This is an optimization exercise on Yosys and OpenROAD, whose aim is small area and a short achievable clock period, not a production implementation.
Where RTL was checked, it was by simulation tests only, not by an equivalence proof against the original.
Power is estimated from default activity; no workload was simulated.

## before
// lif_tdm_scheduler
module lif_tdm_scheduler #(
    parameter int N_NEURONS = 32,
    parameter int IDX_W     = $clog2(N_NEURONS)
) (
    input  logic                clk,
    input  logic                rst_n,
    input  logic                tick_in,
    input  logic                i_wr_en,
    input  logic [IDX_W-1:0]    i_wr_idx,
    input  logic signed [15:0]  i_wr_data,
    output logic                busy,
    output logic                done,
    output logic                tick_overrun,
    output logic                spk_valid,
    output logic [IDX_W-1:0]    spk_idx,
    input  logic                spk_ready
);
export LEC_CHECK = 0
export CAP_MARGIN = 20
export CORE_MARGIN = 2
export CORE_UTILIZATION = 40
export PLACE_DENSITY = 0.5
export SLEW_MARGIN = 20
create_clock -name core_clock -period 13.0 [get_ports {clk}]
standard.sh (not shown) runs the stock make flow with config.mk's settings and CLKGATE_MAP_FILE= SYNTH_SCRIPT=/design/flow/synth_recipe.tcl, a recipe that flattens the netlist after the stock synthesis.
==> flow/flow/run.sh <==
#!/bin/bash
# Standard synthesis, then the standard layout with a tighter setup-repair target (the
# constraints and clock period are unchanged) and a clock tree without dummy loads.
set -euo pipefail
bash standard.sh synth > synth.log 2>&1
bash standard.sh \
  SETUP_SLACK_MARGIN=8.9 \
  CTS_ARGS="-sink_clustering_enable -repair_clock_nets -dont_use_dummy_load -sink_clustering_size 30 -buf_list {sky130_fd_sc_hd__clkbuf_4 sky130_fd_sc_hd__clkbuf_8}" \
  finish > layout.log 2>&1
What after does differently from before at the input level:
-- flow/design.v --
<<< before, line 58
    end
    lif_add #(.W(28)) u_add (.a(cs2_s), .b(cs2_c), .cin(1'b1), .s(m));
    assign l = m[27:12];
endmodule
module lif_update_core (
>>> after, line 58
    end
    lif_add #(.W(28)) u_add (.a(cs2_s), .b(cs2_c), .cin(1'b1), .s(m));
    assign l = (v == 16'h7fff || v == 16'h7ffe) ? v : m[27:12];
endmodule
module lif_update_core (
<<< before, line 197
            a_p = a_p | (psel[k] ? acc[k] : 16'sd0);
    end
    always_comb begin
        a_2 = '0;
        for (int k = 0; k < N; k++)
            a_2 = a_2 | ((idx2 == k && acc_ok[k]) ? acc[k] : 16'sd0);
    end
    assign a_pf = a_p | (pfwd ? wd : 16'sd0);    
    assign a_2f = (wv && widx == idx2) ? wd : a_2;
>>> after, line 197
            a_p = a_p | (psel[k] ? acc[k] : 16'sd0);
    end
    assign a_2  = acc_ok[idx2] ? acc[idx2] : 16'sd0;
    assign a_pf = a_p | (pfwd ? wd : 16'sd0);    
    assign a_2f = (wv && widx == idx2) ? wd : a_2;
<<< before, line 216
    assign nx_ok   = swept || (idx >= LAST_IDX - 1'b1);
    assign nx      = cq ? ring[1] : ring[0];
    assign nx_code = nx_ok && (nx == 16'd31455 || nx == 16'd31454);
    assign nx_r1   = nx_ok && (nx == 16'd31455);
    assign lh_n    = l1;
    assign h_n     = phit1 ? h1_add : h1_eff;
>>> after, line 212
    assign nx_ok   = swept || (idx >= LAST_IDX - 1'b1);
    assign nx      = cq ? ring[1] : ring[0];
    assign nx_code = nx_ok && (nx == 16'h7fff || nx == 16'h7ffe);
    assign nx_r1   = nx_ok && (nx == 16'h7fff);
    assign lh_n    = l1;
    assign h_n     = phit1 ? h1_add : h1_eff;
<<< before, line 238
    assign e3 = i_wr_en && (i_wr_idx == idx3);
    assign fwd_n = pv && !phit && (i_wr_idx == pidx);
    logic [N-1:0] wsel_n;
    always_comb begin
        for (int k = 0; k < N; k++)
            wsel_n[k] = pv && !phit && (pidx == k);
    end
    always_ff @(posedge clk or negedge rst_n) begin
        if (!rst_n) begin
>>> after, line 234
    assign e3 = i_wr_en && (i_wr_idx == idx3);
    assign fwd_n = pv && !phit && (i_wr_idx == pidx);
    always_ff @(posedge clk or negedge rst_n) begin
        if (!rst_n) begin
<<< before, line 291
        pd   <= i_wr_data;
        for (int k = 0; k < N; k++)
            psel[k] <= (i_wr_idx == k) && !wsel_n[k] && acc_ok_n[k];
        widx <= pidx;
        wd   <= acc_add;
>>> after, line 282
        pd   <= i_wr_data;
        for (int k = 0; k < N; k++)
            psel[k] <= (i_wr_idx == k) && !fwd_n && acc_ok_n[k];
        widx <= pidx;
        wd   <= acc_add;
Results
The higher mux cell area share after synthesis came out of before.
[after vs before] global-route usage: higher in after
after against before: combinational share of power went up by 5.3 points, total power after layout rose about 12%, non-clock buffer count moved up.
The number of DRC markers in iteration 0 number comes out higher for before vs after.
From before to after the numbers moved as follows: logic depth of the worst register-to-register path now sits lower, setup slack after layout now sits higher.
Cmp after and before / routed wire length / lower: before
after vs. before: largest net degree at the start of global routing went up by 99; global-route track usage on met2 picked up an extra 5.3 points.
Only the layout flow was run in before; the RTL was not checked for function there.


Setup of raven:
The RTL this note starts from:
==> flow/design.v <==
module lif_add #(
    parameter int W = 16
) (
    input  logic [W-1:0] a,
    input  logic [W-1:0] b,
    input  logic         cin,
    output logic [W-1:0] s
);
    logic [W-1:0] p0;
    logic [W-1:0] g [0:$clog2(W)];
    logic [W-1:0] p [0:$clog2(W)];
    always_comb begin
        p0   = a ^ b;
        g[0] = a & b;
        p[0] = p0;
        g[0][0] = (a[0] & b[0]) | (p0[0] & cin);
        for (int l = 0; l < $clog2(W); l++) begin
            for (int i = 0; i < W; i++) begin
                if (i >= (1 << l)) begin
                    g[l+1][i] = g[l][i] | (p[l][i] & g[l][i-(1<<l)]);
                    p[l+1][i] = p[l][i] & p[l][i-(1<<l)];
                end else begin
                    g[l+1][i] = g[l][i];
                    p[l+1][i] = p[l][i];
                end
            end
        end
        s[0] = p0[0] ^ cin;
        for (int i = 1; i < W; i++)
            s[i] = p0[i] ^ g[$clog2(W)][i-1];
    end
endmodule
module lif_sat17 (
    input  logic [16:0] x,
    output logic [15:0] y
);
    assign y = (x[16:15] == 2'b01) ? 16'h7fff : (x[16:15] == 2'b10) ? 16'h8000 : x[15:0];
endmodule
module lif_leak (
    input  logic [15:0] v,
    output logic [15:0] l
);
    logic [27:0] t1, t2, t3, cs_s, cs_c, m;
    logic [27:0] ve;
    always_comb begin
        ve = {{12{v[15]}}, v};
        t1 = (ve << 12);
        t2 = ~(ve << 7);
        t3 = ~(ve << 5);
        cs_s = t1 ^ t2 ^ t3;
        cs_c = (((t1 & t2) | (t1 & t3) | (t2 & t3)) << 1) | 28'd1;
    end
    logic [27:0] t4, cs2_s, cs2_c;
    always_comb begin
        t4 = ~(ve << 2);
        cs2_s = cs_s ^ cs_c ^ t4;
        cs2_c = (((cs_s & cs_c) | (cs_s & t4) | (cs_c & t4)) << 1) | 28'd1;
    end
    lif_add #(.W(28)) u_add (.a(cs2_s), .b(cs2_c), .cin(1'b1), .s(m));
    assign l = m[27:12];
endmodule
module lif_update_core (
    input  logic signed [15:0] lh,
    input  logic               lbig,     
    input  logic               rz,       
    input  logic [16:0]        s,        
    input  logic signed [15:0] h,
    input  logic signed [15:0] pd,
    input  logic               hit,
    output logic               fire,
    output logic [16:0]        s_v,      
    output logic signed [15:0] h_add     
);
    logic [16:0] s_hp;
    lif_add #(.W(17)) u_hp (.a({h[15], h}), .b({pd[15], pd}), .cin(1'b0), .s(s_hp));
    logic ovp, ovn;
    assign ovp = (s_hp[16:15] == 2'b01);
    assign ovn = (s_hp[16:15] == 2'b10);
    lif_sat17 u_sat_hp (.x(s_hp), .y(h_add));
    logic [17:0] s3;
    lif_add #(.W(18)) u_s3 (.a({s[16], s}), .b({{2{pd[15]}}, pd}), .cin(1'b0), .s(s3));
    logic [16:0] s_sp, s_sn;
    lif_add #(.W(17)) u_sp (.a({1'b0, ~lh[15], lh[14:0]}), .b(17'h1ffff), .cin(1'b0), .s(s_sp));
    assign s_sn = {1'b1, ~lh[15], lh[14:0]};
    logic fire_h, fire_p;
    assign fire_h = !s[16] && (s[15:12] != 4'd0);
    assign fire_p = ovp ? lbig : ovn ? 1'b0 : (!s3[17] && (s3[16:12] != 5'd0));
    assign fire   = rz && (hit ? fire_p : fire_h);
    assign s_v = !hit ? s : ovp ? s_sp : ovn ? s_sn : s3[16:0];
endmodule
module lif_tdm_scheduler #(
    parameter int N_NEURONS = 32,
    parameter int IDX_W     = $clog2(N_NEURONS)
) (
    input  logic                clk,
    input  logic                rst_n,
    input  logic                tick_in,
    input  logic                i_wr_en,
    input  logic [IDX_W-1:0]    i_wr_idx,
    input  logic signed [15:0]  i_wr_data,
    output logic                busy,
    output logic                done,
    output logic                tick_overrun,
    output logic                spk_valid,
    output logic [IDX_W-1:0]    spk_idx,
    input  logic                spk_ready
);
    localparam int N = N_NEURONS;
    localparam logic [IDX_W-1:0] LAST_IDX = N - 1;
    logic [IDX_W-1:0]   idx;           
    logic [IDX_W-1:0]   idx2;          
    logic               swept;         
    logic signed [15:0] lh;
    logic               rz, r1, lbig;
    logic signed [15:0] l1;
    logic               rz1, r11;
    logic [16:0]        s;
    logic signed [15:0] h;
    logic               pv;            
    logic [IDX_W-1:0]   pidx;
    logic [N-1:0]       psel;          
    logic signed [15:0] pd;
    logic               phit, phit1, phit2;   
    logic               pfwd;          
    logic signed [15:0] h1;            
    logic               h1w;           
    logic signed [15:0] h1_eff, h1_add;
    logic [16:0]        s_h1;
    logic               wv;            
    logic [IDX_W-1:0]   widx;
    logic signed [15:0] wd;
    logic               cq;            
    logic [16:0]        ring_wb;
    logic [1:0]         ring_wc;       
    logic [15:0]        ring   [N-2];
    logic signed [15:0] acc    [N];
    logic [N-1:0]       acc_ok, acc_ok_n;
    logic               fire, stall, commit, last;
    logic [16:0]        s_v;
    logic signed [15:0] h_add;
    assign last = (idx == LAST_IDX);
    lif_update_core u_core (
        .lh    (lh),
        .lbig  (lbig),
        .rz    (rz),
        .s     (s),
        .h     (h),
        .pd    (pd),
        .hit   (phit),
        .fire  (fire),
        .s_v   (s_v),
        .h_add (h_add)
    );
    assign stall  = fire && spk_valid && !spk_ready;
    assign commit = busy && !stall;
    always_ff @(posedge clk or negedge rst_n) begin
        if (!rst_n) begin
            busy         <= 1'b0;
            done         <= 1'b0;
            tick_overrun <= 1'b0;
            spk_valid    <= 1'b0;
            spk_idx      <= '0;
            idx          <= '0;
            idx2         <= 5'd2;
            swept        <= 1'b0;
            cq           <= 1'b0;
        end else begin
            done <= 1'b0;
            cq   <= commit;
            if (tick_in && (busy || done))
                tick_overrun <= 1'b1;
            if (spk_valid && spk_ready)
                spk_valid <= 1'b0;
            if (!busy && !done && tick_in)
                busy <= 1'b1;
            if (commit) begin
                idx  <= idx + 1'b1;
                idx2 <= idx2 + 1'b1;
                if (fire) begin
                    spk_valid <= 1'b1;
                    spk_idx   <= idx;
                end
                if (last) begin
                    busy  <= 1'b0;
                    done  <= 1'b1;
                    swept <= 1'b1;
                end
            end
        end
    end
    logic [IDX_W-1:0]   idx1, idx3;
    logic signed [15:0] a_p, a_2, a_pf, a_2f, acc_add;
    logic [16:0]        s_ap;
    assign idx1 = idx + 1'b1;
    assign idx3 = idx + 2'd3;
    always_comb begin
        a_p = '0;
        for (int k = 0; k < N; k++)
            a_p = a_p | (psel[k] ? acc[k] : 16'sd0);
    end
    always_comb begin
        a_2 = '0;
        for (int k = 0; k < N; k++)
            a_2 = a_2 | ((idx2 == k && acc_ok[k]) ? acc[k] : 16'sd0);
    end
    assign a_pf = a_p | (pfwd ? wd : 16'sd0);    
    assign a_2f = (wv && widx == idx2) ? wd : a_2;
    assign h1_eff = h1w ? wd : h1;
    lif_add #(.W(17)) u_h1 (.a({h1_eff[15], h1_eff}), .b({pd[15], pd}), .cin(1'b0), .s(s_h1));
    lif_sat17 u_sat_h1 (.x(s_h1), .y(h1_add));
    lif_add #(.W(17)) u_ap (.a({a_pf[15], a_pf}), .b({pd[15], pd}), .cin(1'b0), .s(s_ap));
    lif_sat17 u_sat_ap (.x(s_ap), .y(acc_add));
    logic [15:0]        nx;
    logic               nx_ok, nx_code, nx_r1;
    logic signed [15:0] lh_n, h_n;
    logic [16:0]        s_n;
    logic               e0, e1, e2, e3, fwd_n;
    assign nx_ok   = swept || (idx >= LAST_IDX - 1'b1);
    assign nx      = cq ? ring[1] : ring[0];
    assign nx_code = nx_ok && (nx == 16'd31455 || nx == 16'd31454);
    assign nx_r1   = nx_ok && (nx == 16'd31455);
    assign lh_n    = l1;
    assign h_n     = phit1 ? h1_add : h1_eff;
    logic [16:0] sa, sp1;
    logic [17:0] sb_s, sb_c, sb;
    logic        ovp1, ovn1;
    lif_add #(.W(17)) u_sa (.a({lh_n[15], lh_n}), .b({h1_eff[15], h1_eff}), .cin(1'b0), .s(sa));
    assign sb_s = {{2{lh_n[15]}}, lh_n} ^ {{2{h1_eff[15]}}, h1_eff} ^ {{2{pd[15]}}, pd};
    assign sb_c = (({{2{lh_n[15]}}, lh_n} & {{2{h1_eff[15]}}, h1_eff}) |
                   ({{2{lh_n[15]}}, lh_n} & {{2{pd[15]}}, pd}) |
                   ({{2{h1_eff[15]}}, h1_eff} & {{2{pd[15]}}, pd})) << 1;
    lif_add #(.W(18)) u_sb (.a(sb_s), .b(sb_c), .cin(1'b0), .s(sb));
    lif_add #(.W(17)) u_sp1 (.a({1'b0, ~lh_n[15], lh_n[14:0]}), .b(17'h1ffff), .cin(1'b0), .s(sp1));
    assign ovp1 = (s_h1[16:15] == 2'b01);
    assign ovn1 = (s_h1[16:15] == 2'b10);
    assign s_n  = !phit1 ? sa : ovp1 ? sp1 : ovn1 ? {1'b1, ~lh_n[15], lh_n[14:0]} : sb[16:0];
    assign e0 = i_wr_en && (i_wr_idx == idx);
    assign e1 = i_wr_en && (i_wr_idx == idx1);
    assign e2 = i_wr_en && (i_wr_idx == idx2);
    assign e3 = i_wr_en && (i_wr_idx == idx3);
    assign fwd_n = pv && !phit && (i_wr_idx == pidx);
    always_ff @(posedge clk or negedge rst_n) begin
        if (!rst_n) begin
            lh    <= '0;
            rz    <= 1'b1;
            lbig  <= 1'b1;
            s     <= '0;
            r1    <= 1'b0;
            l1    <= '0;
            rz1   <= 1'b1;
            r11   <= 1'b0;
            h     <= '0;
            pv    <= 1'b0;
            phit  <= 1'b0;
            phit1 <= 1'b0;
            wv    <= 1'b0;
            pfwd  <= 1'b0;
            h1    <= '0;
            h1w   <= 1'b0;
            phit2 <= 1'b0;
        end else begin
            pfwd  <= i_wr_en && fwd_n;
            phit2 <= commit ? e3 : e2;
            h1w   <= commit ? phit2 : phit1;
            h1    <= commit ? a_2f : h1_eff;
            pv    <= i_wr_en;
            phit  <= commit ? e1 : e0;
            phit1 <= commit ? e2 : e1;
            wv    <= pv && !phit;
            if (commit) begin
                lh   <= lh_n;
                lbig <= (lh_n >= -16'sd28671);
                rz   <= rz1;
                r1   <= r11;
                l1   <= (nx_ok && !nx_code) ? nx : 16'sd0;
                rz1  <= !nx_code;
                r11  <= nx_r1;
                h    <= h_n;
                s    <= s_n;
            end else if (phit) begin
                h    <= h_add;
                s    <= s_v;
            end
        end
    end
    always_ff @(posedge clk) begin
        pidx <= i_wr_idx;
        pd   <= i_wr_data;
        for (int k = 0; k < N; k++)
            psel[k] <= (i_wr_idx == k) && !fwd_n && acc_ok_n[k];
        widx <= pidx;
        wd   <= acc_add;
    end
    logic [15:0] ring_v, ring_l;
    assign ring_v = (ring_wc == 2'd1) ? 16'h7fff :
                    (ring_wc == 2'd2) ? 16'h0000 :
                    (ring_wc == 2'd3) ? 16'h7ffe :
                    (ring_wb[16:15] == 2'b10) ? 16'h8000 : ring_wb[15:0];
    lif_leak u_leak (.v(ring[N-3]), .l(ring_l));
    always_ff @(posedge clk) begin
        ring_wb <= s_v;
        ring_wc <= !rz ? (r1 ? 2'd2 : 2'd1) : fire ? 2'd3 : 2'd0;
        if (cq) begin
            for (int k = 0; k < N - 4; k++)
                ring[k] <= ring[k+1];
            ring[N-4] <= ring_l;
            ring[N-3] <= ring_v;
        end
    end
    always_ff @(posedge clk) begin
        for (int k = 0; k < N; k++)
            if (wv && widx == k)
                acc[k] <= wd;
    end
    always_comb begin
        for (int k = 0; k < N; k++)
            acc_ok_n[k] = (idx != k) && ((wv && widx == k) || acc_ok[k]);
    end
    always_ff @(posedge clk or negedge rst_n) begin
        if (!rst_n)
            acc_ok <= '0;
        else
            acc_ok <= acc_ok_n;
    end
endmodule
clock: 13.0 ns
lec_check: 0
cap_margin: 20
core_margin: 2
core_utilization: 40
place_density: 0.5
slew_margin: 20
Scripts as last shown in full above: flow/flow/run.sh
What xenon does differently from raven at the input level:
-- flow/design.v --
<<< raven, line 240
    assign e3 = i_wr_en && (i_wr_idx == idx3);
    assign fwd_n = pv && !phit && (i_wr_idx == pidx);
    always_ff @(posedge clk or negedge rst_n) begin
        if (!rst_n) begin
>>> xenon, line 240
    assign e3 = i_wr_en && (i_wr_idx == idx3);
    assign fwd_n = pv && !phit && (i_wr_idx == pidx);
    logic [N-1:0] wsel_n;
    always_comb begin
        for (int k = 0; k < N; k++)
            wsel_n[k] = pv && !phit && (pidx == k);
    end
    always_ff @(posedge clk or negedge rst_n) begin
        if (!rst_n) begin
<<< raven, line 288
        pd   <= i_wr_data;
        for (int k = 0; k < N; k++)
            psel[k] <= (i_wr_idx == k) && !fwd_n && acc_ok_n[k];
        widx <= pidx;
        wd   <= acc_add;
>>> xenon, line 293
        pd   <= i_wr_data;
        for (int k = 0; k < N; k++)
            psel[k] <= (i_wr_idx == k) && !wsel_n[k] && acc_ok_n[k];
        widx <= pidx;
        wd   <= acc_add;
--- outcome ---
- Summary of xenon over raven: peak clock frequency supported by timing shows a reduction of 3.6%; maximum number of pins on one net before global-route repair went down by 68.
- Looking only at sequential power, and setting everything else aside, the higher value of xenon and raven goes to xenon.
- Going from raven to xenon, final standard cell utilization of the core went up by 0.61 points, worst setup slack went down by 0.15 ns.
No functional check of the RTL was part of any run of this note.

[re-timing with driven ports]
Ports are ideal in the flow. The routed layouts listed here were re-timed in OpenROAD. Step 1: set_driving_cell puts a clkbuf_16 on clk and a buf_2 on each other input, an assumption about the parent block. Step 2 times the ports against the registers' clock, not the clock port: input delays grow and output delays shrink by t, the midpoint of the rising clock arrivals with the driver on. Slacks: ideal / step 1 / step 2; pairs: ideal / step 1.
run | t, ns | setup WS [ns] | clock arrival spread, ns
before | 0.965 | 8.841 / 8.841 / 8.257 | 0.103 / 0.103
after | 0.936 | 8.941 / 8.902 / 8.192 | 0.101 / 0.101
raven | 0.965 | 8.888 / 8.928 / 7.963 | 0.123 / 0.123
xenon | 0.963 | 8.736 / 8.736 / 8.155 | 0.115 / 0.116
After both steps setup and hold are still met in every run listed. For raven, which loses most, drivers alone change the setup slack by +0.040 ns; drivers and shift together by -0.925 ns.
